This is an optimization exercise on Yosys and OpenROAD, whose aim is small area, a short achievable clock period and few clock cycles per item, not a production implementation. RTL that was checked went through simulation tests only; none was proved equivalent to the original. No functional check of the RTL was part of run 2. Power figures rest on the tool's default switching activity, not on a simulated workload.

===== design/flow/design.v =====
package lfhs_pkg;
    localparam int MODE_W = 2;
    localparam int IDX_W  = 6;
    localparam int CFG_W  = 7;
    localparam int CNT_W  = 7;
    localparam int OCC_W  = 2;
    localparam int ERR_W  = 2;
    localparam int ADDR_SPAN = 64;
    typedef enum logic [MODE_W-1:0] {
        MODE_HOP_UP      = 2'd0,
        MODE_HOP_DOWN    = 2'd1,
        MODE_CREATE_UP   = 2'd2,
        MODE_CREATE_DOWN = 2'd3
    } mode_t;
    typedef enum logic [ERR_W-1:0] {
        ERR_NONE     = 2'd0,
        ERR_PARTICLE = 2'd1,
        ERR_LIMIT    = 2'd2
    } err_t;
    localparam logic CFG_UP_LIMIT   = 1'b0;
    localparam logic CFG_DOWN_LIMIT = 1'b1;
    typedef enum logic [2:0] {
        ST_IDLE,
        ST_LOOKUP,
        ST_SCAN,
        ST_UPDATE,
        ST_DONE
    } state_t;
    typedef struct packed {
        logic [MODE_W-1:0] mode;
        logic [IDX_W-1:0]  particle;
        logic [IDX_W-1:0]  site;
    } in_item_t;
    typedef struct packed {
        logic              step_parity;
        logic              sign_negative;
        logic [OCC_W-1:0]  dest_occupancy;
        logic [ERR_W-1:0]  error;
    } out_item_t;
    typedef struct packed {
        logic             start;
        logic [CNT_W-1:0] lo;
        logic [CNT_W-1:0] hi;
    } scan_cmd_t;
    typedef struct packed {
        logic done;
        logic parity;
    } scan_res_t;
endpackage
module lfhs_ram #(
    parameter int WIDTH = 6,
    parameter int ROWS  = 8,
    parameter int COLS  = 16
) (
    input  logic                             clk,
    input  logic                             wr_en,
    input  logic [$clog2(ROWS*COLS)-1:0]     wr_addr,
    input  logic [WIDTH-1:0]                 wr_data,
    input  logic [ROWS-1:0]                  rd_row,
    input  logic [COLS-1:0]                  rd_col,
    output logic [WIDTH-1:0]                 rd_data
);
    logic [WIDTH-1:0] mem_reg [ROWS*COLS];
    logic [WIDTH-1:0] row_data [ROWS];
    always_ff @(posedge clk)
    begin
        if (wr_en)
        begin
            mem_reg[wr_addr] <= wr_data;
        end
    end
    always_comb
    begin
        for (int r = 0; r < ROWS; r++)
        begin
            row_data[r] = '0;
            for (int c = 0; c < COLS; c++)
            begin
                row_data[r] = row_data[r] | (mem_reg[r*COLS+c] & {WIDTH{rd_col[c]}});
            end
        end
        rd_data = '0;
        for (int r = 0; r < ROWS; r++)
        begin
            rd_data = rd_data | (row_data[r] & {WIDTH{rd_row[r]}});
        end
    end
endmodule
module lfhs_scan #(
    parameter int SITE_CNT = 64
) (
    input  logic [SITE_CNT-1:0] mask,
    input  logic [SITE_CNT-1:0] map_a,
    input  logic [SITE_CNT-1:0] map_b,
    output logic                par_a,
    output logic                par_b
);
    assign par_a = ^(map_a & mask);
    assign par_b = ^(map_b & mask);
endmodule
module lattice_fermion_hop_sign #(
    parameter int SITES         = 64,
    parameter int MAX_PARTICLES = 64
) (
    input  logic             clk,
    input  logic             rst_n,
    input  logic             in_valid,
    output logic             in_stall,
    input  lfhs_pkg::in_item_t  in_data,
    output logic             out_valid,
    input  logic             out_stall,
    output lfhs_pkg::out_item_t out_data,
    input  logic             cfg_write,
    input  logic             cfg_index,
    input  logic [lfhs_pkg::CFG_W-1:0] cfg_data
);
    localparam int NS  = 64;
    localparam int SW  = 6;
    localparam int CW  = lfhs_pkg::CNT_W;
    localparam int QD  = 5;
    localparam int PMX = 6;
    logic                 in_accept;
    logic                 r1_v;
    lfhs_pkg::in_item_t   r1_d;
    logic [7:0]           r1_row;
    logic [15:0]          r1_col;
    logic                 r2_v;
    logic                 r2_sp;
    logic                 r2_hop;
    logic [SW-1:0]        r2_p;
    logic [SW-1:0]        r2_s;
    logic [SW-1:0]        r2_o;
    logic                 r2_m;
    logic                 r3_v;
    logic                 r3_chg;
    logic                 r3_sp;
    logic                 r3_hop;
    logic [SW-1:0]        r3_s;
    logic [SW-1:0]        r3_o;
    logic [NS-1:0]        r3_mask;
    logic                 r3_corr;
    logic                 r3_occ_up;
    logic                 r3_occ_dn;
    logic                 r3_err_part;
    logic                 r3_err_lim;
    logic [SW:0]          r3_waddr;
    logic                 r4_v;
    logic                 r4_chg;
    logic                 r4_sp;
    logic                 r4_hop;
    logic                 r4_corr;
    logic                 r4_par_up;
    logic                 r4_par_dn;
    logic                 r4_occ_up;
    logic                 r4_occ_dn;
    logic                 r4_err_part;
    logic                 r4_err_lim;
    logic [NS-1:0]        occ_up_reg;
    logic [NS-1:0]        occ_dn_reg;
    logic [CW-1:0]        created_up_reg;
    logic [CW-1:0]        created_dn_reg;
    logic [lfhs_pkg::CFG_W-1:0] lim_up_reg;
    logic [lfhs_pkg::CFG_W-1:0] lim_dn_reg;
    logic                 sign_reg;
    logic [5:0]           head_reg;
    logic                 head_v;
    logic [5:0]           q_mem [QD];
    logic [2:0]           q_wr;
    logic [2:0]           q_rd;
    logic [2:0]           q_cnt;
    logic [2:0]           pend;
    logic [2:0]           pend_next;
    logic                 stall_reg;
    logic                 out_take;
    logic                 head_free;
    logic                 q_some;
    logic                 q_push;
    logic                 q_pop;
    logic                 b1_sp;
    logic                 b1_hop;
    logic [SW-1:0]        b1_p;
    logic [SW-1:0]        b1_s;
    logic [SW-1:0]        b1_o_raw;
    logic                 b1_fwd;
    logic                 b2_fwd;
    logic [SW-1:0]        b2_o;
    logic [NS-1:0]        b2_th_o;
    logic [NS-1:0]        b2_th_s;
    logic                 b2_up_raw;
    logic                 b2_dn_raw;
    logic                 b2_c_set;
    logic                 b2_c_clr;
    logic                 b2_occ_up;
    logic                 b2_occ_dn;
    logic [CW-1:0]        b2_created;
    logic [lfhs_pkg::CFG_W-1:0] b2_lim;
    logic                 b2_inc;
    logic                 b2_err_part;
    logic                 b2_err_lim;
    logic                 b2_busy;
    logic [CW-1:0]        b2_created_eff;
    logic [SW:0]          b2_waddr;
    logic                 c_change;
    logic                 c_par_up;
    logic                 c_par_dn;
    logic [SW:0]          c_waddr;
    logic                 d_flip;
    logic                 d_sign;
    logic [5:0]           d_res;
    assign in_accept = in_valid && !stall_reg;
    always_ff @(posedge clk or negedge rst_n)
    begin
        if (!rst_n)
        begin
            r1_v <= 1'b0;
            r2_v <= 1'b0;
            r3_v <= 1'b0;
            r4_v <= 1'b0;
            r3_chg <= 1'b0;
            r4_chg <= 1'b0;
        end
        else
        begin
            r1_v <= in_accept;
            r2_v <= r1_v;
            r3_v <= r2_v;
            r4_v <= r3_v;
            r3_chg <= r2_v && !b2_busy && !b2_err_part && !b2_err_lim;
            r4_chg <= r3_chg;
        end
    end
    always_ff @(posedge clk)
    begin
        r1_d <= in_data;
        for (int i = 0; i < 8; i++)
        begin
            r1_row[i] <= ({in_data.mode[0], in_data.particle[5:4]} == 3'(i));
        end
        for (int i = 0; i < 16; i++)
        begin
            r1_col[i] <= (in_data.particle[3:0] == 4'(i));
        end
    end
    assign b1_sp  = r1_d.mode[0];
    assign b1_hop = !r1_d.mode[1];
    assign b1_p   = r1_d.particle;
    assign b1_s   = r1_d.site;
    lfhs_ram #(
        .WIDTH (SW),
        .ROWS  (8),
        .COLS  (16)
    ) u_site_list (
        .clk     (clk),
        .wr_en   (c_change),
        .wr_addr (c_waddr),
        .wr_data (r3_s),
        .rd_row  (r1_row),
        .rd_col  (r1_col),
        .rd_data (b1_o_raw)
    );
    assign b1_fwd = c_change && (c_waddr == {b1_sp, b1_p});
    always_ff @(posedge clk)
    begin
        r2_sp  <= b1_sp;
        r2_hop <= b1_hop;
        r2_p   <= b1_p;
        r2_s   <= b1_s;
        r2_o   <= b1_fwd ? r3_s : b1_o_raw;
        r2_m   <= (b2_waddr == {b1_sp, b1_p});
    end
    assign b2_fwd = c_change && r2_m;
    assign b2_o   = b2_fwd ? r3_s : r2_o;
    always_comb
    begin
        for (int i = 0; i < NS; i++)
        begin
            b2_th_o[i] = (i < int'(b2_o));
            b2_th_s[i] = (i < int'(r2_s));
        end
    end
    assign b2_up_raw = occ_up_reg[r2_s];
    assign b2_dn_raw = occ_dn_reg[r2_s];
    assign b2_c_set  = (r3_s == r2_s);
    assign b2_c_clr  = r3_hop && (r3_o == r2_s);
    assign b2_occ_up = (c_change && !r3_sp) ? (b2_c_set || (b2_up_raw && !b2_c_clr)) : b2_up_raw;
    assign b2_occ_dn = (c_change && r3_sp) ? (b2_c_set || (b2_dn_raw && !b2_c_clr)) : b2_dn_raw;
    assign b2_created = r2_sp ? created_dn_reg : created_up_reg;
    assign b2_lim     = r2_sp ? lim_dn_reg : lim_up_reg;
    assign b2_inc     = c_change && !r3_hop && (r3_sp == r2_sp);
    assign b2_err_part = r2_hop && (b2_inc ? ({1'b0, r2_p} > b2_created)
                                          : ({1'b0, r2_p} >= b2_created));
    assign b2_err_lim  = !r2_hop && (b2_inc ? (({1'b0, b2_created} + 8'd1 >= {1'b0, b2_lim}) ||
                                               (b2_created >= CW'(63)))
                                            : ((b2_created >= b2_lim) || b2_created[6]));
    assign b2_busy = r2_sp ? b2_occ_dn : b2_occ_up;
    assign b2_created_eff = b2_created + {{(CW-1){1'b0}}, b2_inc};
    assign b2_waddr       = {r2_sp, r2_hop ? r2_p : b2_created_eff[SW-1:0]};
    always_ff @(posedge clk)
    begin
        r3_waddr    <= b2_waddr;
        r3_sp       <= r2_sp;
        r3_hop      <= r2_hop;
        r3_s        <= r2_s;
        r3_o        <= b2_o;
        r3_mask     <= r2_hop ? (b2_th_o ^ b2_th_s) : b2_th_s;
        r3_corr     <= r2_hop && (b2_o < r2_s);
        r3_occ_up   <= b2_occ_up;
        r3_occ_dn   <= b2_occ_dn;
        r3_err_part <= b2_err_part;
        r3_err_lim  <= b2_err_lim;
    end
    assign c_change  = r3_chg;
    assign c_waddr   = r3_waddr;
    lfhs_scan #(
        .SITE_CNT (NS)
    ) u_parity (
        .mask  (r3_mask),
        .map_a (occ_up_reg),
        .map_b (occ_dn_reg),
        .par_a (c_par_up),
        .par_b (c_par_dn)
    );
    always_ff @(posedge clk)
    begin
        r4_sp       <= r3_sp;
        r4_hop      <= r3_hop;
        r4_corr     <= r3_corr;
        r4_par_up   <= c_par_up;
        r4_par_dn   <= c_par_dn;
        r4_occ_up   <= r3_occ_up;
        r4_occ_dn   <= r3_occ_dn;
        r4_err_part <= r3_err_part;
        r4_err_lim  <= r3_err_lim;
    end
    assign d_flip = r4_chg && (((!r4_sp || !r4_hop) && r4_par_up) ^ (r4_sp && r4_par_dn) ^ r4_corr);
    assign d_sign = sign_reg ^ d_flip;
    assign d_res  = {d_flip, d_sign,
                     r4_occ_dn || (r4_chg && r4_sp),
                     r4_occ_up || (r4_chg && !r4_sp),
                     r4_err_lim, r4_err_part};
    always_ff @(posedge clk or negedge rst_n)
    begin
        if (!rst_n)
        begin
            occ_up_reg     <= '0;
            occ_dn_reg     <= '0;
            created_up_reg <= '0;
            created_dn_reg <= '0;
            lim_up_reg     <= '0;
            lim_dn_reg     <= '0;
            sign_reg       <= 1'b0;
        end
        else
        begin
            sign_reg <= d_sign;
            if (c_change)
            begin
                if (r3_sp)
                begin
                    if (r3_hop)
                    begin
                        occ_dn_reg[r3_o] <= 1'b0;
                    end
                    else
                    begin
                        created_dn_reg <= created_dn_reg + CW'(1);
                    end
                    occ_dn_reg[r3_s] <= 1'b1;
                end
                else
                begin
                    if (r3_hop)
                    begin
                        occ_up_reg[r3_o] <= 1'b0;
                    end
                    else
                    begin
                        created_up_reg <= created_up_reg + CW'(1);
                    end
                    occ_up_reg[r3_s] <= 1'b1;
                end
            end
            if (cfg_write && (cfg_index == lfhs_pkg::CFG_UP_LIMIT))
            begin
                lim_up_reg <= cfg_data;
            end
            if (cfg_write && (cfg_index == lfhs_pkg::CFG_DOWN_LIMIT))
            begin
                lim_dn_reg <= cfg_data;
            end
        end
    end
    assign out_take  = head_v && !out_stall;
    assign head_free = !head_v || !out_stall;
    assign q_some    = (q_cnt != 3'd0);
    assign q_pop     = head_free && q_some;
    assign q_push    = r4_v && (!head_free || q_some);
    always_ff @(posedge clk)
    begin
        if (q_push)
        begin
            q_mem[q_wr] <= d_res;
        end
        if (head_free)
        begin
            head_reg <= q_some ? q_mem[q_rd] : d_res;
        end
    end
    assign pend_next = pend + {2'b00, in_accept} - {2'b00, out_take};
    always_ff @(posedge clk or negedge rst_n)
    begin
        if (!rst_n)
        begin
            head_v    <= 1'b0;
            q_wr      <= '0;
            q_rd      <= '0;
            q_cnt     <= '0;
            pend      <= '0;
            stall_reg <= 1'b0;
        end
        else
        begin
            if (head_free)
            begin
                head_v <= q_some || r4_v;
            end
            if (q_push)
            begin
                q_wr <= (q_wr == 3'(QD - 1)) ? 3'd0 : q_wr + 3'd1;
            end
            if (q_pop)
            begin
                q_rd <= (q_rd == 3'(QD - 1)) ? 3'd0 : q_rd + 3'd1;
            end
            q_cnt     <= q_cnt + {2'b00, q_push} - {2'b00, q_pop};
            pend      <= pend_next;
            stall_reg <= (pend_next >= 3'(PMX));
        end
    end
    assign in_stall  = stall_reg;
    assign out_valid = head_v;
    assign out_data  = head_reg;
endmodule

===== design/flow/run.sh =====
#!/bin/bash
# synth_recipe.tcl (not shown) runs the flow's synth.tcl, then flattens the netlist and writes it again
# the make line also repeats each setting of config.mk as NAME=value (left out here)
make -C /OpenROAD-flow-scripts/flow DESIGN_CONFIG=/design/flow/config.mk WORK_HOME=/design/flow/orfs CLKGATE_MAP_FILE= SYNTH_SCRIPT=/design/flow/synth_recipe.tcl finish

===== design/flow/config.mk =====
export PLATFORM = sky130hd
export DESIGN_NAME = lattice_fermion_hop_sign
export DESIGN_NICKNAME = lattice_fermion_hop_sign
export VERILOG_FILES = /design/flow/design.v
export SDC_FILE = /design/flow/constraint.sdc
export NUM_CORES = 4
export LEC_CHECK = 0
export CAP_MARGIN = 20
export CORE_MARGIN = 2
export CORE_UTILIZATION = 60
export CTS_CLUSTER_DIAMETER = 60
export CTS_CLUSTER_SIZE = 25
export SETUP_SLACK_MARGIN = 2.5
export SLEW_MARGIN = 20

===== design/flow/constraint.sdc =====
create_clock -name core_clock -period 5.0 [get_ports {clk}]
set_input_delay 1.0000 -clock core_clock [delete_from_list [all_inputs] [get_ports {clk}]]
set_output_delay 1.0000 -clock core_clock [all_outputs]
set_load 0.01 [all_outputs]

==> metrics.log, run 1 <==
[metrics] status: no timing/DRC/antenna violations
[metrics] reg2reg end: u_site_list.mem_reg[118][1]
[metrics] post-synth cell types: 72
[metrics] number of buffers added to fix hold violations after cts: 0
[metrics] via count normalized by instance count: 6.91
[metrics] post-detailed-routing wire length: 142000 um
[metrics] reg-to-reg slack, setup: 2.28 ns
[metrics] share of flip-flops with an asynchronous set or reset after synthesis: 15.6%
[metrics] clock insertion delay at the later pin of the skew report: 0.67 ns
[metrics] Antenna diodes: 0
[metrics] fraction of post-synthesis cell area in the top cell type by area: 52.9%
[metrics] sequential cell area: 31800 um^2
[metrics] horizontal extent of the die: 280 um
[metrics] sort of element at the start of the critical path: register
[metrics] die area: 78300 um^2
[metrics] final net count: 3392
[metrics] Tcrit/Tclk final: 54.4%
[metrics] Post-DP HPWL: 90500 um
[metrics] Setup crit end kind: register
[metrics] number of input and output port buffers inserted: 34
[metrics] synthesis-stage register bit count: 1137
[metrics] final antenna-violating net count: 0
[metrics] number of flip-flops under the largest register name: 768
[metrics] path category of the worst min-delay check: reg2reg
[metrics] count of endpoints failing setup in the final report: 0
[metrics] count of pins over their slew limit: 0
[metrics] final design area excluding fillers: 51500 um^2
[metrics] total count of hold-check failures in the final report: 0
[metrics] dominant cell type by area after synthesis: edfxtp_1
[metrics] launch instance of the worst min-delay path: r3_occ_up
[metrics] max-cap violations: 0
[metrics] synthesized area: 45700 um^2
[metrics] GRT Residual Overflow: 0
[metrics] routed wire length per instance: 32.6 um
[metrics] GRT Util Overall: 35.8%
[metrics] top-level port count: 35
[metrics] worst-case hold path end point: r4_occ_up
[metrics] unrepaired setup endpoints after global routing: yes
[metrics] achievable clock frequency: 368 MHz
[metrics] dominant cells by area after synthesis: edfxtp_1, dfrtp_1, dfxtp_1, a22o_1, xnor2_1
[metrics] worst IR drop on VDD: 0.291 mV
[metrics] first-pass GRT wire length: 202000 um
[metrics] dominant synthesized flop cell: edfxtp_1
[metrics] clock root buffer: clkbuf_16
[metrics] maximum clock insertion buffer count: 3
[metrics] time the final worst path needs with I/O delays and setup: 2.72 ns
[metrics] worst slew pin tran: 1.09 ns
[metrics] effective utilization at floorplan: 60.3%
[metrics] Max transition margin: 27.4%
[metrics] R2R depth: 3
[metrics] Placement Cell Area: 47000 um^2
[metrics] Initial DRC Count: 4217
[metrics] largest driver fanout on the critical path: 14
[metrics] placer's final routability congestion estimate: 0.999
[metrics] number of flops mapped to enable cells by yosys: 804
[metrics] clock-pin transition on the worst setup and hold timing paths: 0.09 ns
[metrics] H-tree depth: 3
[metrics] layout overhead on the synthesized area: 12.7%
[metrics] average cell area after synthesis: 14.0 um^2
[metrics] largest net degree at the start of global routing: 112
[metrics] Data arrival, critical path: 3.02 ns
[metrics] clock skew: 0.0458 ns
[metrics] Reg2Reg Launch Point: r3_chg
[metrics] Multi-input gate area: 14300 um^2
[metrics] number of remaining DRC errors: 0
[metrics] cell area power density: 402 nW/um^2
[metrics] Initial DRT Pass Iterations: 5
[metrics] post-synth net total: 3333
[metrics] number of antenna violations at the first check in global routing: 1
[metrics] die outline height: 280 um
[metrics] Core Area: 75700 um^2
[metrics] clock buffer count from CTS: 77
[metrics] via count: 30.1k
[metrics] post-route setup TNS: 0 ns
[metrics] required time worst endpoint: 5.30 ns
[metrics] Syn. warnings: 3
[metrics] kind of critical path: reg2reg
[metrics] number of global-route vias before repair: 29.4k
[metrics] number of instances on the worst hold path: 0
[metrics] number of fill cells in the layout: 5194
[metrics] post-synthesis sequential area ratio: 69.4%
[metrics] number of core rows: 101
[metrics] synthesized netlist cell count: 3258
[metrics] leakage power total: 17.3 nW
[metrics] number of clock sinks: 1137
[metrics] CTS tree: built
[metrics] fraction of final layout cells with drive strength greater than 1: 16.8%
[critical path, cell delays in order, from the launching register on]
cell and delay (ns):
dfrtp_4 0.54, nor2b_1 0.42, nand3_2 0.69, nor2_1 0.73
[repair_timing]
item	4_1_cts	5_1_grt
setup endpoints to repair	810	542
setup buffers	21	41
pin swaps	9	29
resized for setup	181	155
[through the flow]
step	hold slack, ns	setup WS, ns	std cells	utilization (%)	power (mW)
5_1_grt	0.330	2.18	4356	68.0	21.3
4_1_cts	0.328	2.12	4315	66.6	20.5
3_3_place_gp	0.312	1.66	4153	62.1	13.8
2_1_floorplan	0.310	2.45	3258	-	12.8
3_5_place_dp	0.315	1.63	4154	62.1	13.9
6_report	0.324	2.28	4356	68.0	20.7
[placed cells by master (no fill, tap or decap), types with 10 or more instances in the layout]
cell type        Yosys  final
o21ai_0            262    257
nand4_1             69     69
a221oi_1           172    137
nand3_1             42     38
nor3_1              25     17
mux2i_1             31     24
dfxtp_4              0     20
clkbuf_16            0     79
nand2_1            271    243
mux2_2              26     24
clkdlybuf4s50_1      0     24
nor2_2               1     88
a22o_1             174    174
clkinv_8             0     10
inv_6                0     18
buf_4                0     64
o21ai_1             58     58
a221oi_2             0     34
xor2_1              76     75
a22oi_1             69     61
edfxtp_1           804    804
buf_6                3     12
ha_1                46     38
nor2_1             213    113
dfxtp_1            156    127
inv_1               34     29
a21oi_1             50     48
mux4_2              30     30
xnor2_1            174    171
nand2_2              1     17
buf_12               1     13
nand2b_1            18     18
nor2_4               0     13
nor2b_1             16     13
dfrtp_1            177    174
[final cells by class]
class,count,share of cell area (%)
Sequential cell,1137,61.7
Multi-Input combinational cell,1927,27.8
Clock buffer,88,3.90
Timing Repair Buffer,133,2.72
Tap cell,978,2.38
Clock inverter,52,1.13
Inverter,41,0.318
[report_power, final]
part | total [mW] | internal [mW] | switching, mW
combinational | 2.85 | 1.13 | 1.72
clock | 6.71 | 3.15 | 3.56
sequential | 11.1 | 10.6 | 0.568
total | 20.7 | 14.8 | 5.85
[worst max path at each step]
stage | to | start | depth (start not counted) | slack (ns)
finish | u_site_list.mem_reg[118][1] | r3_chg | 3 | 2.28
global route | r3_chg | r2_sp | 14 | 2.18
CTS | u_site_list.mem_reg[54][2] | r3_chg | 3 | 2.12
detailed placement | q_cnt[2] | out_stall | 11 | 1.63
global placement | q_cnt[2] | out_stall | 11 | 1.66
floorplan | q_cnt[2] | out_stall | 11 | 2.45
[Yosys cell counts, drive strengths merged, types with 3 or more instances]
library cell and n:
edfxtp 804, o21ai 321, nand2 272, nor2 214
dfrtp 177, a22o 174, xnor2 174, a221oi 172
dfxtp 156, clkbuf 85, xor2 76, a22oi 69
nand4 69, buf 68, a21oi 50, ha 46
nand3 42, inv 39, mux2i 34, mux4 34
mux2 27, nor3 25, nand2b 18, nor2b 16
a21o 8, nor4 8, o31ai 8, a31oi 7
and3b 5, nor3b 5, o21a 5, and2 4
and3 4, or3 4, a211o 3, a211oi 3
[cell families after synthesis]
kind of cell | count (synthesis) | share of synthesized area (%)
DFF | 1137 | 69.4
AOI/OAI and AO/OA | 840 | 12.8
and+or+nand+nor | 694 | 6.74
xor gates and xnor gates | 250 | 4.79
buffers and inverters | 194 | 1.79
muxes | 95 | 3.15
adders and majority gates | 48 | 1.35
[per-layer routing]
| layer | global-route usage [%] | part of all wire, % |
|---|---|---|
| met5 | 0 | 0 |
| met4 | 18.1 | 5.6 |
| met3 | 6.40 | 10 |
| met2 | 57.1 | 47 |
| met1 | 47.8 | 37 |
Testbench counts, summed over its fixed seeds: cycles 9,640, items 9,600.
==> run 2, diff against run 1 <==
--- a/design/flow/design.v
+++ b/design/flow/design.v
@@ -138,5 +138,4 @@
     logic [SW-1:0]        r3_s;
     logic [SW-1:0]        r3_o;
-    logic [NS-1:0]        r3_mask;
     logic                 r3_corr;
     logic                 r3_occ_up;
@@ -185,6 +184,4 @@
     logic                 b2_fwd;
     logic [SW-1:0]        b2_o;
-    logic [NS-1:0]        b2_th_o;
-    logic [NS-1:0]        b2_th_s;
     logic                 b2_up_raw;
     logic                 b2_dn_raw;
@@ -205,4 +202,7 @@
     logic                 c_par_dn;
     logic [SW:0]          c_waddr;
+    logic [NS-1:0]        c_th_o;
+    logic [NS-1:0]        c_th_s;
+    logic [NS-1:0]        c_mask;
     logic                 d_flip;
     logic                 d_sign;
@@ -271,12 +271,4 @@
     assign b2_fwd = c_change && r2_m;
     assign b2_o   = b2_fwd ? r3_s : r2_o;
-    always_comb
-    begin
-        for (int i = 0; i < NS; i++)
-        begin
-            b2_th_o[i] = (i < int'(b2_o));
-            b2_th_s[i] = (i < int'(r2_s));
-        end
-    end
     assign b2_up_raw = occ_up_reg[r2_s];
     assign b2_dn_raw = occ_dn_reg[r2_s];
@@ -303,5 +295,4 @@
         r3_s        <= r2_s;
         r3_o        <= b2_o;
-        r3_mask     <= r2_hop ? (b2_th_o ^ b2_th_s) : b2_th_s;
         r3_corr     <= r2_hop && (b2_o < r2_s);
         r3_occ_up   <= b2_occ_up;
@@ -312,8 +303,17 @@
     assign c_change  = r3_chg;
     assign c_waddr   = r3_waddr;
+    always_comb
+    begin
+        for (int i = 0; i < NS; i++)
+        begin
+            c_th_o[i] = (i < int'(r3_o));
+            c_th_s[i] = (i < int'(r3_s));
+        end
+    end
+    assign c_mask = r3_hop ? (c_th_o ^ c_th_s) : c_th_s;
     lfhs_scan #(
         .SITE_CNT (NS)
     ) u_parity (
-        .mask  (r3_mask),
+        .mask  (c_mask),
         .map_a (occ_up_reg),
         .map_b (occ_dn_reg),
==> metrics.log, run 2 <==
[metrics] status: no timing/DRC/antenna violations
[metrics] post-detailed-routing wire length: 145000 um
[metrics] cell area power density: 393 nW/um^2
[metrics] Data arrival, critical path: 3.66 ns
[metrics] Setup crit end kind: register
[metrics] share of flip-flops with an asynchronous set or reset after synthesis: 16.5%
[metrics] H-tree depth: 3
[metrics] max-cap violations: 0
[metrics] series of cell instances along the critical path: buf_12 > and3_4 > clkbuf_4 > buf_4 > a211oi_4 > o21ai_0 > xnor2_1 > xnor3_1 > xnor2_1 > xnor2_1 > xnor3_1
[metrics] time the final worst path needs with I/O delays and setup: 3.14 ns
[metrics] synthesized area: 44600 um^2
[metrics] Antenna diodes: 0
[metrics] average cell area after synthesis: 14.1 um^2
[metrics] placer's final routability congestion estimate: 1.04
[metrics] clock root buffer: clkbuf_16
[metrics] smallest hold slack: 0.332 ns
[metrics] xor-xnor portion of the synthesized cell area: 4.99%
[metrics] fraction of the mapped netlist area in adder cells: 1.41%
[metrics] clock insertion delay at the later pin of the skew report: 0.66 ns
[metrics] proportion of synthesized area in mux cells: 3.56%
[metrics] number of input and output port buffers inserted: 34
[metrics] post-synth cell types: 69
[metrics] post-synthesis sequential area ratio: 68.3%
[metrics] number of global-route vias before repair: 29.6k
[metrics] cell with the most instances after synthesis: edfxtp_1
[metrics] number of clock sinks: 1074
[metrics] largest driver fanout on the critical path: 21
[metrics] count of pins over their slew limit: 0
[metrics] final antenna-violating net count: 0
[metrics] synthesized netlist cell count: 3167
[metrics] crit path max-delay cell type: xnor3_1
[metrics] CTS tree: built
[metrics] required time worst endpoint: 5.52 ns
[metrics] layout overhead on the synthesized area: 17.0%
[metrics] total count of hold-check failures in the final report: 0
[metrics] number of fill cells in the layout: 4691
[metrics] number of antenna violations at the first check in global routing: 3
[metrics] Multi-input gate area: 15300 um^2
[metrics] post-route setup TNS: 0 ns
[metrics] clock skew: 0.0342 ns
[metrics] slowest cell delay on critical path: 0.42 ns
[metrics] clock buffer count from CTS: 68
[metrics] total instance count after detailed placement: 4023
[metrics] worst slew pin tran: 1.05 ns
[metrics] via count: 30.4k
[metrics] via count normalized by instance count: 7.08
[metrics] most numerous cell types in the synthesized netlist: edfxtp_1, o21ai_0, nand2_1
[metrics] achievable clock frequency: 318 MHz
[metrics] GRT Util Overall: 37.5%
[metrics] Core Area: 73200 um^2
[metrics] top-level port count: 35
[metrics] Crit path top cell by count: xnor2_1
[metrics] Tcrit/Tclk final: 62.9%
[metrics] most common library cell in the layout ignoring fill and taps: edfxtp_1
[metrics] leakage power total: 17.7 nW
[metrics] worst IR drop on VDD: 0.375 mV
[metrics] sequential cell area: 30500 um^2
[metrics] path category of the worst min-delay check: reg2reg
[metrics] Syn. warnings: 3
[metrics] maximum clock insertion buffer count: 3
[metrics] clock-pin transition on the worst setup and hold timing paths: 0.09 ns
[metrics] Max transition margin: 29.9%
[metrics] largest net degree at the start of global routing: 107
[metrics] overall power consumption: 20.5 mW
[metrics] synthesis-stage register bit count: 1074
[metrics] number of remaining DRC errors: 0
[metrics] routed wire length per instance: 33.8 um
[metrics] unrepaired setup endpoints after global routing: yes
[metrics] dominant cells by area after synthesis: edfxtp_1, dfrtp_1, dfxtp_1, o21ai_0, a22o_1
[metrics] die area: 76500 um^2
[metrics] die outline height: 277 um
[metrics] number of buffers added to fix hold violations after cts: 0
[metrics] first-pass GRT wire length: 207000 um
[metrics] Compound-Gate Fraction of Synth Area: 12.9%
[metrics] final net count: 3363
[metrics] number of core rows: 99
[metrics] Synth Area in Simple Gates: 6.96%
[metrics] highest-count cells in the layout ignoring fill and taps: edfxtp_1, o21ai_0, nand2_1
[metrics] Final Non-Filler Cells: 4297
[metrics] Initial DRC Count: 4360
[metrics] dominant synthesized flop cell: edfxtp_1
[metrics] GRT Residual Overflow: 0
[metrics] number of flip-flops under the largest register name: 768
[metrics] number of flops mapped to enable cells by yosys: 804
[metrics] horizontal extent of the die: 277 um
[metrics] fraction of post-synthesis cell area in the top cell type by area: 54.1%
[metrics] dominant combinational cell family by area after synthesis: compound AO/OA/AOI/OAI gates
[metrics] fraction of final layout cells with drive strength greater than 1: 23.0%
[metrics] post-synth net total: 3243
[metrics] Initial DRT Pass Iterations: 6
[metrics] effective utilization at floorplan: 60.9%
[metrics] Post-DP HPWL: 88200 um
[metrics] count of endpoints failing setup in the final report: 0
[metrics] dominant cell type by area after synthesis: edfxtp_1
[metrics] kind of critical path: reg2reg
[metrics] sort of element at the start of the critical path: register
==> run 2: cell types whose count changed in the layout (fill, tap and decap cells not counted), sizes merged, moves of 37 or more <==
cell	before	now
buf	100	182
o21ai	321	358
nand2	272	224
dfxtp	156	93
xnor2	174	131
a22oi	69	131
a22o	174	134
a221oi	172	133
==> run 2: logic make-up (layout without fill, tap and decap cells) <==
kind of cell             after synthesis  after routing
flip-flops                          1074           1074
AO/OA/AOI/OAI                        841            841
AND/OR/NAND/NOR                      671            673
XOR/XNOR                             222            222
buffers and inverters                215            384
multiplexers                          95             95
adder cells (fa/ha/maj)               49             49
==> run 2: critical path, delay by kind of cell, from the launching register on <==
family          cells  cell delay (ns)
compound gates      2             0.50
xor+xnor            5             1.44
buf+inv             3             0.50
flops               1             0.37
simple gates        1             0.22
==> run 2: worst paths after layout <==
kind,start,depth (start not counted),to,slack [ns]
max,r3_o[4],11,r4_par_dn,1.86
min,r3_corr,0,r4_corr,0.33
max reg2reg,r3_o[4],11,r4_par_dn,1.86
min reg2reg,r3_corr,0,r4_corr,0.33
max in group asynchronous,rst_n,2,head_v,3.54
min in group asynchronous,rst_n,1,occ_up_reg[11],0.46
==> run 2: where the power goes <==
group / leakage (nW) / internal, mW / switching (mW)
Clock: 1.15 / 2.91 / 3.29
Combinational: 6.19 / 1.62 / 2.02
Sequential: 10.4 / 10.0 / 0.601
Total: 17.7 / 14.6 / 5.91
==> run 2: layout make-up <==
| cell class | instances | area share, % |
|---|---|---|
| clock buffer | 73 | 3.38 |
| clock inverter | 48 | 1.20 |
| inverter | 41 | 0.312 |
| multi-input combinational | 1880 | 29.4 |
| sequential | 1074 | 58.6 |
| tap | 959 | 2.30 |
| timing repair buffer | 222 | 4.84 |
==> run 2: repair_timing <==
| action | in CTS | in global routing |
|---|---|---|
| gates resized for setup | 406 | 229 |
| setup endpoints to repair | 897 | 705 |
| endpoints found under the hold margin | 0 | 0 |
| gates cloned | 6 | 1 |
| setup buffers | 107 | 39 |
| pin swaps | 48 | 54 |
==> run 2: stage by stage <==
step                      cell area, um^2  utilization, %  setup slack [ns]
after detailed placement            46000            62.8              1.01
final                               52200            71.3              1.86
after global routing                52200            71.3              1.79
after global placement              46000            62.8              1.03
after CTS                           50900            69.6              1.89
after floorplan                     45000               -              1.80
==> run 2: layer usage <==
metal | GRT usage, % | share of wire [%]
met2 | 59.8 | 47
met3 | 6.01 | 11
met1 | 49.3 | 35
met4 | 22.4 | 7.2
met5 | 0 | 0.0062
==> run 3, diff against run 2 <==
--- a/design/flow/design.v
+++ b/design/flow/design.v
@@ -138,4 +138,5 @@
     logic [SW-1:0]        r3_s;
     logic [SW-1:0]        r3_o;
+    logic [NS-1:0]        r3_mask;
     logic                 r3_corr;
     logic                 r3_occ_up;
@@ -155,4 +156,6 @@
     logic                 r4_err_part;
     logic                 r4_err_lim;
+    logic [SW:0]          r4_waddr;
+    logic [SW-1:0]        r4_s;
     logic [NS-1:0]        occ_up_reg;
     logic [NS-1:0]        occ_dn_reg;
@@ -181,7 +184,10 @@
     logic [SW-1:0]        b1_s;
     logic [SW-1:0]        b1_o_raw;
-    logic                 b1_fwd;
+    logic                 b1_fwd_c;
+    logic                 b1_fwd_d;
     logic                 b2_fwd;
     logic [SW-1:0]        b2_o;
+    logic [NS-1:0]        b2_th_o;
+    logic [NS-1:0]        b2_th_s;
     logic                 b2_up_raw;
     logic                 b2_dn_raw;
@@ -201,8 +207,6 @@
     logic                 c_par_up;
     logic                 c_par_dn;
-    logic [SW:0]          c_waddr;
-    logic [NS-1:0]        c_th_o;
-    logic [NS-1:0]        c_th_s;
-    logic [NS-1:0]        c_mask;
+    logic [NS-1:0]        c_set;
+    logic [NS-1:0]        c_clr;
     logic                 d_flip;
     logic                 d_sign;
@@ -252,12 +256,13 @@
     ) u_site_list (
         .clk     (clk),
-        .wr_en   (c_change),
-        .wr_addr (c_waddr),
-        .wr_data (r3_s),
+        .wr_en   (r4_chg),
+        .wr_addr (r4_waddr),
+        .wr_data (r4_s),
         .rd_row  (r1_row),
         .rd_col  (r1_col),
         .rd_data (b1_o_raw)
     );
-    assign b1_fwd = c_change && (c_waddr == {b1_sp, b1_p});
+    assign b1_fwd_c = r3_chg && (r3_waddr == {b1_sp, b1_p});
+    assign b1_fwd_d = r4_chg && (r4_waddr == {b1_sp, b1_p});
     always_ff @(posedge clk)
     begin
@@ -266,9 +271,17 @@
         r2_p   <= b1_p;
         r2_s   <= b1_s;
-        r2_o   <= b1_fwd ? r3_s : b1_o_raw;
+        r2_o   <= b1_fwd_c ? r3_s : (b1_fwd_d ? r4_s : b1_o_raw);
         r2_m   <= (b2_waddr == {b1_sp, b1_p});
     end
     assign b2_fwd = c_change && r2_m;
     assign b2_o   = b2_fwd ? r3_s : r2_o;
+    always_comb
+    begin
+        for (int i = 0; i < NS; i++)
+        begin
+            b2_th_o[i] = (i < int'(b2_o));
+            b2_th_s[i] = (i < int'(r2_s));
+        end
+    end
     assign b2_up_raw = occ_up_reg[r2_s];
     assign b2_dn_raw = occ_dn_reg[r2_s];
@@ -295,4 +308,5 @@
         r3_s        <= r2_s;
         r3_o        <= b2_o;
+        r3_mask     <= r2_hop ? (b2_th_o ^ b2_th_s) : b2_th_s;
         r3_corr     <= r2_hop && (b2_o < r2_s);
         r3_occ_up   <= b2_occ_up;
@@ -302,18 +316,16 @@
     end
     assign c_change  = r3_chg;
-    assign c_waddr   = r3_waddr;
     always_comb
     begin
         for (int i = 0; i < NS; i++)
         begin
-            c_th_o[i] = (i < int'(r3_o));
-            c_th_s[i] = (i < int'(r3_s));
+            c_set[i] = c_change && (r3_s == SW'(i));
+            c_clr[i] = c_change && r3_hop && (r3_o == SW'(i));
         end
     end
-    assign c_mask = r3_hop ? (c_th_o ^ c_th_s) : c_th_s;
     lfhs_scan #(
         .SITE_CNT (NS)
     ) u_parity (
-        .mask  (c_mask),
+        .mask  (r3_mask),
         .map_a (occ_up_reg),
         .map_b (occ_dn_reg),
@@ -332,4 +344,6 @@
         r4_err_part <= r3_err_part;
         r4_err_lim  <= r3_err_lim;
+        r4_waddr    <= r3_waddr;
+        r4_s        <= r3_s;
     end
     assign d_flip = r4_chg && (((!r4_sp || !r4_hop) && r4_par_up) ^ (r4_sp && r4_par_dn) ^ r4_corr);
@@ -354,30 +368,19 @@
         begin
             sign_reg <= d_sign;
-            if (c_change)
+            if (r3_sp)
+            begin
+                occ_dn_reg <= (occ_dn_reg & ~c_clr) | c_set;
+            end
+            else
+            begin
+                occ_up_reg <= (occ_up_reg & ~c_clr) | c_set;
+            end
+            if (c_change && !r3_hop && r3_sp)
+            begin
+                created_dn_reg <= created_dn_reg + CW'(1);
+            end
+            if (c_change && !r3_hop && !r3_sp)
             begin
-                if (r3_sp)
-                begin
-                    if (r3_hop)
-                    begin
-                        occ_dn_reg[r3_o] <= 1'b0;
-                    end
-                    else
-                    begin
-                        created_dn_reg <= created_dn_reg + CW'(1);
-                    end
-                    occ_dn_reg[r3_s] <= 1'b1;
-                end
-                else
-                begin
-                    if (r3_hop)
-                    begin
-                        occ_up_reg[r3_o] <= 1'b0;
-                    end
-                    else
-                    begin
-                        created_up_reg <= created_up_reg + CW'(1);
-                    end
-                    occ_up_reg[r3_s] <= 1'b1;
-                end
+                created_up_reg <= created_up_reg + CW'(1);
             end
             if (cfg_write && (cfg_index == lfhs_pkg::CFG_UP_LIMIT))
--- a/design/flow/config.mk
+++ b/design/flow/config.mk
@@ -9,6 +9,4 @@
 export CORE_MARGIN = 2
 export CORE_UTILIZATION = 60
-export CTS_CLUSTER_DIAMETER = 60
-export CTS_CLUSTER_SIZE = 25
 export SETUP_SLACK_MARGIN = 2.5
 export SLEW_MARGIN = 20
==> metrics.log, run 3 <==
[metrics] sw power: 5.89 mW
[metrics] effective utilization at floorplan: 60.4%
[metrics] routed wire length per instance: 32.5 um
[metrics] GRT Residual Overflow: 0
[metrics] fraction of power consumed by the clock network: 37.6%
[metrics] worst slew pin tran: 1.04 ns
[metrics] worst IR drop on VDD: 0.338 mV
[metrics] total instance count after detailed placement: 4122
[metrics] slowest cell delay on critical path: 0.43 ns
[metrics] Antenna diodes: 0
[metrics] Post-DP HPWL: 92100 um
[metrics] Setup crit end kind: register
[metrics] kind of critical path: reg2reg
[metrics] post-synthesis sequential area ratio: 70.0%
[metrics] synthesized area: 45600 um^2
[metrics] die area: 78300 um^2
[metrics] Max transition margin: 30.4%
[metrics] post-route setup TNS: 0 ns
[metrics] Tcrit/Tclk final: 53.8%
[metrics] Data arrival, critical path: 3.28 ns
[metrics] Initial DRT Pass Iterations: 6
[metrics] Syn. warnings: 3
[metrics] clock-pin transition on the worst setup and hold timing paths: 0.06 ns
[metrics] Reg power frac: 50.7%
[metrics] cell area power density: 429 nW/um^2
[metrics] largest net degree at the start of global routing: 91
[metrics] most common library cell in the layout ignoring fill and taps: edfxtp_1
[metrics] time the final worst path needs with I/O delays and setup: 2.69 ns
[metrics] placer's final routability congestion estimate: 1.03
[metrics] final net count: 3386
[metrics] via count normalized by instance count: 6.93
[metrics] series of cell instances along the critical path: buf_12 > mux2i_1 > ha_1 > a21oi_1 > nor2b_1 > or4_1 > o21bai_1 > a41o_1 > nand3b_1 > o22ai_1
[metrics] Pint: 16.6 mW
[metrics] Final Non-Filler Cells: 4391
[metrics] count of pins over their slew limit: 0
[metrics] number of buffers added to fix hold violations after cts: 0
[metrics] number of flops mapped to enable cells by yosys: 804
[metrics] number of fill cells in the layout: 5237
[metrics] cell class contributing the biggest share of worst-path delay: compound AO/OA/AOI/OAI gates
[metrics] horizontal extent of the die: 280 um
[metrics] number of flip-flops under the largest register name: 768
[metrics] fraction of final layout cells with drive strength greater than 1: 16.5%
[metrics] Initial DRC Count: 4341
[metrics] GRT Util Overall: 36.0%
[metrics] number of core rows: 101
[metrics] final antenna-violating net count: 0
[metrics] leakage power total: 17.7 nW
[metrics] H-tree depth: 3
[metrics] number of clock sinks: 1149
[metrics] clock root buffer: clkbuf_16
[metrics] Net Sw Frac: 26.2%
[metrics] path category of the worst min-delay check: reg2reg
[metrics] clock insertion delay at the later pin of the skew report: 0.70 ns
[metrics] combinational share of power: 11.7%
[metrics] total count of hold-check failures in the final report: 0
[metrics] CTS tree: built
[metrics] maximum clock insertion buffer count: 3
[metrics] post-detailed-routing wire length: 143000 um
[metrics] dominant synthesized flop cell: edfxtp_1
[metrics] number of antenna violations at the first check in global routing: 6
[metrics] clock buffer count from CTS: 112
[metrics] post-synth cell types: 62
[metrics] cell with the most instances after synthesis: edfxtp_1
[metrics] required time worst endpoint: 5.58 ns
[metrics] crit path max-delay cell type: dfxtp_4
[metrics] buffer and inverter count on the worst path: 1
[metrics] fraction of post-synthesis cell area in the top cell type by area: 52.9%
[metrics] Core Area: 75600 um^2
[metrics] number of input and output port buffers inserted: 34
[metrics] status: no timing/DRC/antenna violations
[metrics] dominant cell type by area after synthesis: edfxtp_1
[metrics] max-cap violations: 0
[metrics] die outline height: 280 um
[metrics] via count: 30.4k
[metrics] synthesized netlist cell count: 3226
[metrics] highest-count cells in the layout ignoring fill and taps: edfxtp_1, o21ai_0, nand2_1
[metrics] number of remaining DRC errors: 0
[metrics] dominant cells by area after synthesis: edfxtp_1, dfrtp_1, dfxtp_1, a22o_1, a221oi_1
[metrics] top-level port count: 35
[metrics] unrepaired setup endpoints after global routing: yes
[metrics] largest driver fanout on the critical path: 6
[metrics] number of global-route vias before repair: 29.5k
[metrics] first-pass GRT wire length: 203000 um
[metrics] sort of element at the start of the critical path: register
[metrics] average cell area after synthesis: 14.1 um^2
[metrics] count of endpoints failing setup in the final report: 0
[metrics] most numerous cell types in the synthesized netlist: edfxtp_1, o21ai_0, nand2_1
[metrics] clock skew: 0.0254 ns
[metrics] layout overhead on the synthesized area: 14.8%
[metrics] achievable clock frequency: 372 MHz
[metrics] post-synth net total: 3293
[metrics] synthesis-stage register bit count: 1149
[metrics] share of flip-flops with an asynchronous set or reset after synthesis: 15.4%
## run 3: cell count changes in the layout (fill, tap and decap cells not counted), sizes merged, moves of 23 or more
cell,delta
a221oi,+59
a22o,+59
a22oi,-119
buf,-76
clkbuf,+83
dfxtp,+75
inv,-23
nand2,+31
o21ai,-29
xnor2,+35
## run 3: cells by family (layout without fill, tap and decap cells)
kind of cell	count (synthesis)	after routing	share of synthesized area (%)
compound gates	820	820	12.5
xor+xnor	247	247	4.74
fa+ha+maj	40	40	1.13
buf+inv	203	390	1.74
flops	1149	1149	70.0
mux	91	91	3.16
simple gates	676	676	6.70
## run 3: power groups by stage
stage | sequential (mW) | clock, mW | combinational, mW
floorplan | 11.2 | 0 | 1.71
global placement | 11.5 | 0 | 2.33
detailed placement | 11.5 | 0 | 2.38
CTS | 11.4 | 8.49 | 2.48
global route | 11.4 | 8.85 | 2.85
finish | 11.4 | 8.46 | 2.63
## run 3: area by class of cell
class	instances	area [um^2]	area share (%)
clock inverters	52	561	1.07
flip-flops and latches	1149	32000	61.1
repair buffers	143	1480	2.82
well taps	978	1220	2.34
multi-input cells	1874	13800	26.3
clock buffers	156	3140	6.00
inverters	39	158	0.301
## run 3: stage by stage
step                      total power [mW]  hold WS [ns]  utilization [%]  worst slack, ns  cell area [um^2]
final                                 22.5         0.325             69.3             2.31             52400
after global routing                  23.1         0.339             69.3             2.22             52400
after CTS                             22.3         0.328             68.4             2.29             51700
after detailed placement              13.9         0.314             62.2             1.60             47000
after global placement                13.9         0.310             62.2             1.62             47000
after floorplan                       12.9         0.310                -             2.45             45700
## run 3: final timing paths
kind                            startpoint                 to  slack [ns]  cells past startpoint
min in group asynchronous            rst_n               r3_v        0.38                      1
max in group asynchronous            rst_n  created_up_reg[0]        3.52                      2
worst max-delay path                 r2_sp             r3_chg        2.31                     10
worst max register to register       r2_sp             r3_chg        2.31                     10
worst min-delay path               r1_d[5]            r2_s[5]        0.33                      0
worst min register to register     r1_d[5]            r2_s[5]        0.33                      0
## run 3: layer usage
metal | part of all wire [%] | GRT usage (%)
met1 | 39 | 51.4
met4 | 3.7 | 11.4
met5 | 0.088 | 0.688
met3 | 13 | 10.1
met2 | 44 | 54.0
## run 3: what timing repair did
item	in CTS	in global routing
setup buffers	29	30
setup endpoints to repair	575	638
resized for setup	174	105
pin swaps	20	26
cloned	0	2
hold endpoints to repair	0	0
Testbench counts of run 3, summed over its fixed seeds: cycles 9,640, items 9,600.
==> run 4, diff against run 3 <==
--- a/design/flow/design.v
+++ b/design/flow/design.v
@@ -132,4 +132,6 @@
     logic [SW-1:0]        r2_o;
     logic                 r2_m;
+    logic                 r2_occ_up;
+    logic                 r2_occ_dn;
     logic                 r3_v;
     logic                 r3_chg;
@@ -186,10 +188,12 @@
     logic                 b1_fwd_c;
     logic                 b1_fwd_d;
+    logic                 b1_up_raw;
+    logic                 b1_dn_raw;
+    logic                 b1_c_set;
+    logic                 b1_c_clr;
     logic                 b2_fwd;
     logic [SW-1:0]        b2_o;
     logic [NS-1:0]        b2_th_o;
     logic [NS-1:0]        b2_th_s;
-    logic                 b2_up_raw;
-    logic                 b2_dn_raw;
     logic                 b2_c_set;
     logic                 b2_c_clr;
@@ -265,4 +269,8 @@
     assign b1_fwd_c = r3_chg && (r3_waddr == {b1_sp, b1_p});
     assign b1_fwd_d = r4_chg && (r4_waddr == {b1_sp, b1_p});
+    assign b1_up_raw = occ_up_reg[b1_s];
+    assign b1_dn_raw = occ_dn_reg[b1_s];
+    assign b1_c_set  = (r3_s == b1_s);
+    assign b1_c_clr  = r3_hop && (r3_o == b1_s);
     always_ff @(posedge clk)
     begin
@@ -272,4 +280,6 @@
         r2_s   <= b1_s;
         r2_o   <= b1_fwd_c ? r3_s : (b1_fwd_d ? r4_s : b1_o_raw);
+        r2_occ_up <= (c_change && !r3_sp) ? (b1_c_set || (b1_up_raw && !b1_c_clr)) : b1_up_raw;
+        r2_occ_dn <= (c_change && r3_sp) ? (b1_c_set || (b1_dn_raw && !b1_c_clr)) : b1_dn_raw;
         r2_m   <= (b2_waddr == {b1_sp, b1_p});
     end
@@ -284,10 +294,8 @@
         end
     end
-    assign b2_up_raw = occ_up_reg[r2_s];
-    assign b2_dn_raw = occ_dn_reg[r2_s];
     assign b2_c_set  = (r3_s == r2_s);
     assign b2_c_clr  = r3_hop && (r3_o == r2_s);
-    assign b2_occ_up = (c_change && !r3_sp) ? (b2_c_set || (b2_up_raw && !b2_c_clr)) : b2_up_raw;
-    assign b2_occ_dn = (c_change && r3_sp) ? (b2_c_set || (b2_dn_raw && !b2_c_clr)) : b2_dn_raw;
+    assign b2_occ_up = (c_change && !r3_sp) ? (b2_c_set || (r2_occ_up && !b2_c_clr)) : r2_occ_up;
+    assign b2_occ_dn = (c_change && r3_sp) ? (b2_c_set || (r2_occ_dn && !b2_c_clr)) : r2_occ_dn;
     assign b2_created = r2_sp ? created_dn_reg : created_up_reg;
     assign b2_lim     = r2_sp ? lim_dn_reg : lim_up_reg;
--- a/design/flow/config.mk
+++ b/design/flow/config.mk
@@ -9,4 +9,5 @@
 export CORE_MARGIN = 2
 export CORE_UTILIZATION = 60
+export CTS_BUF_LIST = sky130_fd_sc_hd__clkbuf_8
 export SETUP_SLACK_MARGIN = 2.5
 export SLEW_MARGIN = 20
==> metrics.log, run 4 <==
[metrics] reg2reg end: r2_o[1]
[metrics] count of pins over their slew limit: 0
[metrics] Compound-Gate Fraction of Synth Area: 12.3%
[metrics] synthesized area: 45700 um^2
[metrics] CTS tree: built
[metrics] layout overhead on the synthesized area: 16.0%
[metrics] post-synthesis sequential area ratio: 69.9%
[metrics] leakage power total: 18.4 nW
[metrics] post-synth net total: 3311
[metrics] path category of the worst min-delay check: in2async
[metrics] total instance count after detailed placement: 4159
[metrics] clock insertion delay at the later pin of the skew report: 0.85 ns
[metrics] fraction of post-synthesis cell area in the top cell type by area: 52.8%
[metrics] Crit path top cell by count: nand4_1
[metrics] Initial DRT Pass Iterations: 7
[metrics] routed wire length per instance: 32.9 um
[metrics] share of flip-flops with an asynchronous set or reset after synthesis: 15.4%
[metrics] xor-xnor portion of the synthesized cell area: 4.96%
[metrics] highest-count cells in the layout ignoring fill and taps: edfxtp_1, o21ai_1, nand2_1
[metrics] status: no timing/DRC/antenna violations
[metrics] Max transition margin: 26.0%
[metrics] Reg2Reg Launch Point: r1_col[1]
[metrics] cell class contributing the biggest share of worst-path delay: compound AO/OA/AOI/OAI gates
[metrics] number of flip-flops under the largest register name: 768
[metrics] most numerous cell types in the synthesized netlist: edfxtp_1, o21ai_1, nand2_1
[metrics] via count normalized by instance count: 6.85
[metrics] sort of element at the start of the critical path: register
[metrics] die outline height: 280 um
[metrics] combinational share of power: 13.4%
[metrics] synthesized netlist cell count: 3244
[metrics] clock-pin transition on the worst setup and hold timing paths: 0.06 ns
[metrics] logic depth of the worst setup path including buffers: 7
[metrics] Synth Area in Simple Gates: 6.60%
[metrics] Syn. warnings: 3
[metrics] Net Sw Frac: 28.5%
[metrics] clock root buffer: clkbuf_8
[metrics] Final Non-Filler Cells: 4595
[metrics] clock skew: 0.0447 ns
[metrics] Tcrit/Tclk final: 55.1%
[metrics] number of clock sinks: 1151
[metrics] R2R depth: 7
[metrics] largest net degree at the start of global routing: 120
[metrics] GRT Residual Overflow: 0
[metrics] number of buffers added to fix hold violations after cts: 0
[metrics] Setup crit end kind: register
[metrics] post-synth cell types: 55
[metrics] number of flops mapped to enable cells by yosys: 804
[metrics] max-cap violations: 0
[metrics] synthesis-stage register bit count: 1151
[metrics] maximum clock insertion buffer count: 3
[metrics] average cell area after synthesis: 14.1 um^2
[metrics] clock buffer count from CTS: 179
[metrics] worst slew pin tran: 1.11 ns
[metrics] Core Area: 75700 um^2
[metrics] cell with the most instances after synthesis: edfxtp_1
[metrics] dominant cell type by area after synthesis: edfxtp_1
[metrics] series of cell instances along the critical path: buf_4 > a221oi_2 > nand4_1 > a222oi_1 > nand4_1 > o22ai_1 > o21ai_1
[metrics] unrepaired setup endpoints after global routing: yes
[metrics] proportion of synthesized area in mux cells: 3.41%
[metrics] fraction of final layout cells with drive strength greater than 1: 20.1%
[metrics] Critical Path Start: r1_col[1]
[metrics] via count: 31.5k
[metrics] post-detailed-routing wire length: 151000 um
[metrics] largest driver fanout on the critical path: 11
[metrics] number of core rows: 101
[metrics] achievable clock frequency: 363 MHz
[metrics] number of global-route vias before repair: 30.2k
[metrics] GRT Util Overall: 38.8%
[metrics] Post-DP HPWL: 96300 um
[metrics] H-tree depth: 4
[metrics] Reg power frac: 51.7%
[metrics] dominant synthesized flop cell: edfxtp_1
[metrics] post-route setup TNS: 0 ns
[metrics] sw power: 6.37 mW
[metrics] number of antenna violations at the first check in global routing: 8
[metrics] fraction of power consumed by the clock network: 34.8%
[metrics] final antenna-violating net count: 0
[metrics] required time worst endpoint: 5.68 ns
[metrics] worst IR drop on VDD: 0.352 mV
[metrics] die area: 78500 um^2
[metrics] final net count: 3525
[metrics] Data arrival, critical path: 3.43 ns
[metrics] kind of critical path: reg2reg
[metrics] top-level port count: 35
[metrics] Initial DRC Count: 5185
[metrics] horizontal extent of the die: 280 um
[metrics] number of remaining DRC errors: 0
[metrics] placer's final routability congestion estimate: 1.02
[metrics] most common library cell in the layout ignoring fill and taps: edfxtp_1
[metrics] reg-to-reg slack, setup: 2.24 ns
[metrics] time the final worst path needs with I/O delays and setup: 2.76 ns
[metrics] slowest cell delay on critical path: 0.71 ns
[metrics] buffer and inverter count on the worst path: 1
[metrics] number of input and output port buffers inserted: 34
[metrics] utilization after layout: 70.1%
[metrics] fraction of the mapped netlist area in adder cells: 1.13%
[metrics] cell area power density: 421 nW/um^2
[metrics] Pint: 16.0 mW
[metrics] dominant cells by area after synthesis: edfxtp_1, dfrtp_1, dfxtp_1, o21ai_1, xnor2_1
[metrics] total count of hold-check failures in the final report: 0
[metrics] crit path max-delay cell type: a222oi_1
[metrics] dominant combinational cell family by area after synthesis: compound AO/OA/AOI/OAI gates
[metrics] overall power consumption: 22.4 mW
[metrics] effective utilization at floorplan: 60.4%
[metrics] first-pass GRT wire length: 216000 um
[metrics] count of endpoints failing setup in the final report: 0
-- run 4: area by class of cell --
type	count	area (um^2)
Multi-Input combinational cell	1890	14000
Clock buffer	201	2770
Clock inverter	135	796
Sequential cell	1151	32100
Antenna cell	4	10.0
Timing Repair Buffer	198	2020
Inverter	38	150
Fill cell	5176	22700
Tap cell	978	1220
-- run 4: power by group through the flow --
stage / combinational [mW] / sequential (mW) / clock [mW]
floorplan: 1.94 / 11.3 / 0
global placement: 2.64 / 11.7 / 0
detailed placement: 2.70 / 11.7 / 0
CTS: 2.85 / 11.5 / 7.81
global route: 3.24 / 11.6 / 8.23
finish: 3.00 / 11.6 / 7.78
-- run 4: kinds of logic (layout without fill, tap and decap cells) --
group                      count (synthesis)  count (layout)
DFF                                     1151            1151
AOI/OAI and AO/OA                        827             827
and+or+nand+nor                          671             671
xor gates and xnor gates                 259             259
buffers and inverters                    203             572
muxes                                     93              93
adders and majority gates                 40              40
other                                      0               4
-- run 4: worst register-to-register path: stages (launching register included) --
cell and delay, ns:
dfxtp_4 0.43, buf_4 0.25, a221oi_2 0.33, nand4_1 0.31
a222oi_1 0.71, nand4_1 0.29, o22ai_1 0.21, o21ai_1 0.07
-- run 4: metrics by stage --
stage          cell area, um^2  hold WS (ns)  setup WS [ns]
3_3_place_gp             47300         0.318           1.46
4_1_cts                  52400        0.0956           2.26
6_report                 53000         0.103           2.24
5_1_grt                  53000         0.141           2.28
2_1_floorplan            45800         0.310           2.36
3_5_place_dp             47300         0.322           1.49
-- run 4: worst max-delay path by stage --
stage / to / slack, ns
final: r2_o[1] / 2.24
after global placement: r1_col[0] / 1.46
after floorplan: q_cnt[2] / 2.36
after CTS: u_site_list.mem_reg[46][0] / 2.26
after detailed placement: q_cnt[2] / 1.49
after global routing: r2_o[0] / 2.28
-- run 4: repair_timing --
item | CTS | global route
setup endpoints to repair | 782 | 337
buffers inserted | 62 | 29
cloned | 5 | 0
hold endpoints to repair | 0 | 0
pin swaps | 40 | 37
resized for setup | 226 | 103
-- run 4: routing by layer --
metal / vias up / share of wire, % / track usage, %
met4: 12 / 4.4 / 15.2
li1: 12962 / - / -
met1: 15719 / 38 / 54.7
met5: - / 0.048 / 0
met3: 410 / 14 / 12.6
met2: 2360 / 44 / 56.3
Testbench counts of run 4, summed over its fixed seeds: cycles 9,640, items 9,600.
==> run 5, diff against run 4 <==
--- a/design/flow/config.mk
+++ b/design/flow/config.mk
@@ -9,5 +9,4 @@
 export CORE_MARGIN = 2
 export CORE_UTILIZATION = 60
-export CTS_BUF_LIST = sky130_fd_sc_hd__clkbuf_8
 export SETUP_SLACK_MARGIN = 2.5
 export SLEW_MARGIN = 20
==> metrics.log, run 5 <==
[metrics] status: no timing/DRC/antenna violations
[metrics] cell area power density: 437 nW/um^2
[metrics] final design area excluding fillers: 53900 um^2
[metrics] fraction of final layout cells with drive strength greater than 1: 20.4%
[metrics] number of remaining DRC errors: 0
[metrics] Pint: 17.2 mW
[metrics] worst slew pin tran: 1.05 ns
[metrics] Data arrival, critical path: 3.23 ns
[metrics] synthesis-stage register bit count: 1151
[metrics] pre-CTS WS: 1.49 ns
[metrics] clock-pin transition on the worst setup and hold timing paths: 0.06 ns
[metrics] most numerous cell types in the synthesized netlist: edfxtp_1, o21ai_1, nand2_1
[metrics] GRT Residual Overflow: 0
[metrics] count of pins over their slew limit: 0
[metrics] routed wire length per instance: 33.8 um
[metrics] Net Sw Frac: 26.9%
[metrics] sequential cell area: 32100 um^2
[metrics] dominant cell type by area after synthesis: edfxtp_1
[metrics] count of endpoints failing setup in the final report: 0
[metrics] post-detailed-routing wire length: 152000 um
[metrics] number of global-route vias before repair: 29.7k
[metrics] leakage power total: 18.5 nW
[metrics] maximum clock insertion buffer count: 3
[metrics] post-route setup TNS: 0 ns
[metrics] worst IR drop on VDD: 0.458 mV
[metrics] final net count: 3486
[metrics] utilization after layout: 71.2%
[metrics] via count: 31.3k
[metrics] clock insertion delay at the later pin of the skew report: 0.70 ns
[metrics] horizontal extent of the die: 280 um
[metrics] post-synth cell types: 55
[metrics] time the final worst path needs with I/O delays and setup: 2.71 ns
[metrics] Initial DRC Count: 5364
[metrics] post-synth net total: 3311
[metrics] effective utilization at floorplan: 60.4%
[metrics] max-cap violations: 0
[metrics] first-pass GRT wire length: 217000 um
[metrics] number of flops mapped to enable cells by yosys: 804
[metrics] average cell area after synthesis: 14.1 um^2
[metrics] fraction of power consumed by the clock network: 37.9%
[metrics] Setup crit end kind: register
[metrics] total count of hold-check failures in the final report: 0
[metrics] highest-count cells in the layout ignoring fill and taps: edfxtp_1, o21ai_1, nand2_1
[metrics] clock root buffer: clkbuf_16
[metrics] kind of critical path: reg2reg
[metrics] required time worst endpoint: 5.52 ns
[metrics] cell with the most instances after synthesis: edfxtp_1
[metrics] synthesized netlist cell count: 3244
[metrics] Multi-input gate area: 14100 um^2
[metrics] clock buffer count from CTS: 113
[metrics] smallest hold slack: 0.259 ns
[metrics] sw power: 6.32 mW
[metrics] dominant synthesized flop cell: edfxtp_1
[metrics] Final Non-Filler Cells: 4500
[metrics] most common library cell in the layout ignoring fill and taps: edfxtp_1
[metrics] die outline height: 280 um
[metrics] sort of element at the start of the critical path: register
[metrics] placer's final routability congestion estimate: 1.02
[metrics] dominant cells by area after synthesis: edfxtp_1, dfrtp_1, dfxtp_1, o21ai_1, xnor2_1
[metrics] path category of the worst min-delay check: in2async
[metrics] unrepaired setup endpoints after global routing: yes
[metrics] via count normalized by instance count: 6.96
[metrics] combinational share of power: 13.0%
[metrics] Initial DRT Pass Iterations: 6
[metrics] layout overhead on the synthesized area: 17.8%
[metrics] overall power consumption: 23.5 mW
[metrics] Reg power frac: 49.2%
[metrics] number of flip-flops under the largest register name: 768
[metrics] Post-DP HPWL: 96300 um
[metrics] total instance count after detailed placement: 4159
[metrics] Tcrit/Tclk final: 54.2%
[metrics] largest net degree at the start of global routing: 120
[metrics] clock skew: 0.0415 ns
[metrics] final antenna-violating net count: 0
[metrics] Core Area: 75700 um^2
[metrics] largest driver fanout on the critical path: 21
[metrics] number of input and output port buffers inserted: 34
[metrics] die area: 78500 um^2
[metrics] number of antenna violations at the first check in global routing: 9
[metrics] CTS tree: built
[metrics] Max transition margin: 29.9%
[metrics] number of clock sinks: 1151
[metrics] H-tree depth: 3
[metrics] fraction of post-synthesis cell area in the top cell type by area: 52.8%
[metrics] number of core rows: 101
[metrics] top-level port count: 35
[metrics] GRT Util Overall: 38.9%
[metrics] number of fill cells in the layout: 4941
[metrics] Placement Cell Area: 47300 um^2
[metrics] post-synthesis sequential area ratio: 69.9%
[metrics] slack of the critical path: 2.29 ns
[metrics] synthesized area: 45700 um^2
[metrics] achievable clock frequency: 369 MHz
[metrics] Syn. warnings: 3
[metrics] share of flip-flops with an asynchronous set or reset after synthesis: 15.4%
## run 5: cell counts after synthesis
No cell type changed its count.
## run 5: worst paths after layout
check                          start         to  slack (ns)  cells past startpoint
hold / removal                 rst_n    q_rd[2]        0.26                      1
hold reg to reg            r3_occ_up  r4_occ_up        0.33                      0
max in group asynchronous      rst_n     r4_chg        3.49                      2
setup / recovery           r1_col[8]    r2_o[4]        2.29                      8
min in group core_clock    r3_occ_up  r4_occ_up        0.33                      0
setup reg to reg           r1_col[8]    r2_o[4]        2.29                      8
## run 5: repair_timing
action,CTS,global route
hold buffers,0,0
cloned,5,0
setup buffers,83,35
resized for setup,251,106
endpoints found under the setup margin,773,231
pin swaps,39,36
## run 5: cell type report
| class | instances | share of cell area, % |
|---|---|---|
| Tap cell | 978 | 2.27 |
| Inverter | 38 | 0.274 |
| Antenna cell | 3 | 0.0139 |
| Timing Repair Buffer | 225 | 4.28 |
| Clock inverter | 53 | 1.12 |
| Multi-Input combinational cell | 1890 | 26.3 |
| Clock buffer | 162 | 6.22 |
| Sequential cell | 1151 | 59.6 |
## run 5: cells by family (layout without fill, tap and decap cells)
group,count (synthesis),in the layout,share of synthesized area (%)
xor+xnor,259,259,4.96
simple gates,671,671,6.60
other cells,0,3,0
mux,93,93,3.41
buf+inv,203,478,1.72
compound gates,827,827,12.3
fa+ha+maj,40,40,1.13
flops,1151,1151,69.9
## run 5: layer usage
layer / share of wire (%) / track usage (%) / vias up
li1: - / - / 12829
met1: 38 / 56.2 / 15709
met2: 44 / 56.7 / 2413
met3: 13 / 10.7 / 377
met4: 4.3 / 15.0 / 14
met5: 0.059 / 0 / -
## run 5: worst max-delay path: stages, from the launching register on
cell	delay, ns
dfxtp_4	0.42
buf_12	0.19
a22o_1	0.24
a221oi_2	0.28
nand4_1	0.28
a222oi_1	0.50
nand4_1	0.36
o22ai_2	0.20
o21ai_1	0.07
## run 5: power by group through the flow
stage | combinational [mW] | sequential [mW] | clock, mW
floorplan | 1.94 | 11.3 | 0
global placement | 2.64 | 11.7 | 0
detailed placement | 2.70 | 11.7 | 0
CTS | 2.88 | 11.5 | 8.91
global route | 3.28 | 11.6 | 9.29
finish | 3.05 | 11.6 | 8.90

[port drivers added, routing unchanged]
Ports are ideal in the flow. The routed layouts listed here were re-timed in OpenROAD.
Step 1, drivers: a clkbuf_16 drives clk and a buf_2 each remaining input, both assumed.
Step 2 also shifts input and output timing later by t, the mid clock arrival at the registers, as if the neighbouring blocks saw the same clock.
Three values: ideal ports, drivers, drivers and shift; two values: the first two.
run | t (ns) | slack for setup (ns) | worst slew at a driven data input, ns
run 1 | 0.712 | 2.281 / 2.281 / 2.230 | 0.07
run 2 | 0.717 | 1.855 / 1.855 / 1.855 | 0.09
run 3 | 0.748 | 2.310 / 2.310 / 1.911 | 0.07
run 4 | 0.891 | 2.243 / 2.243 / 1.814 | 0.08
run 5 | 0.754 | 2.288 / 2.288 / 1.892 | 0.09
After both steps every run listed still meets setup and hold. For run 4, which loses most, drivers alone change the setup slack by 0.000 ns; drivers and shift together by -0.429 ns.
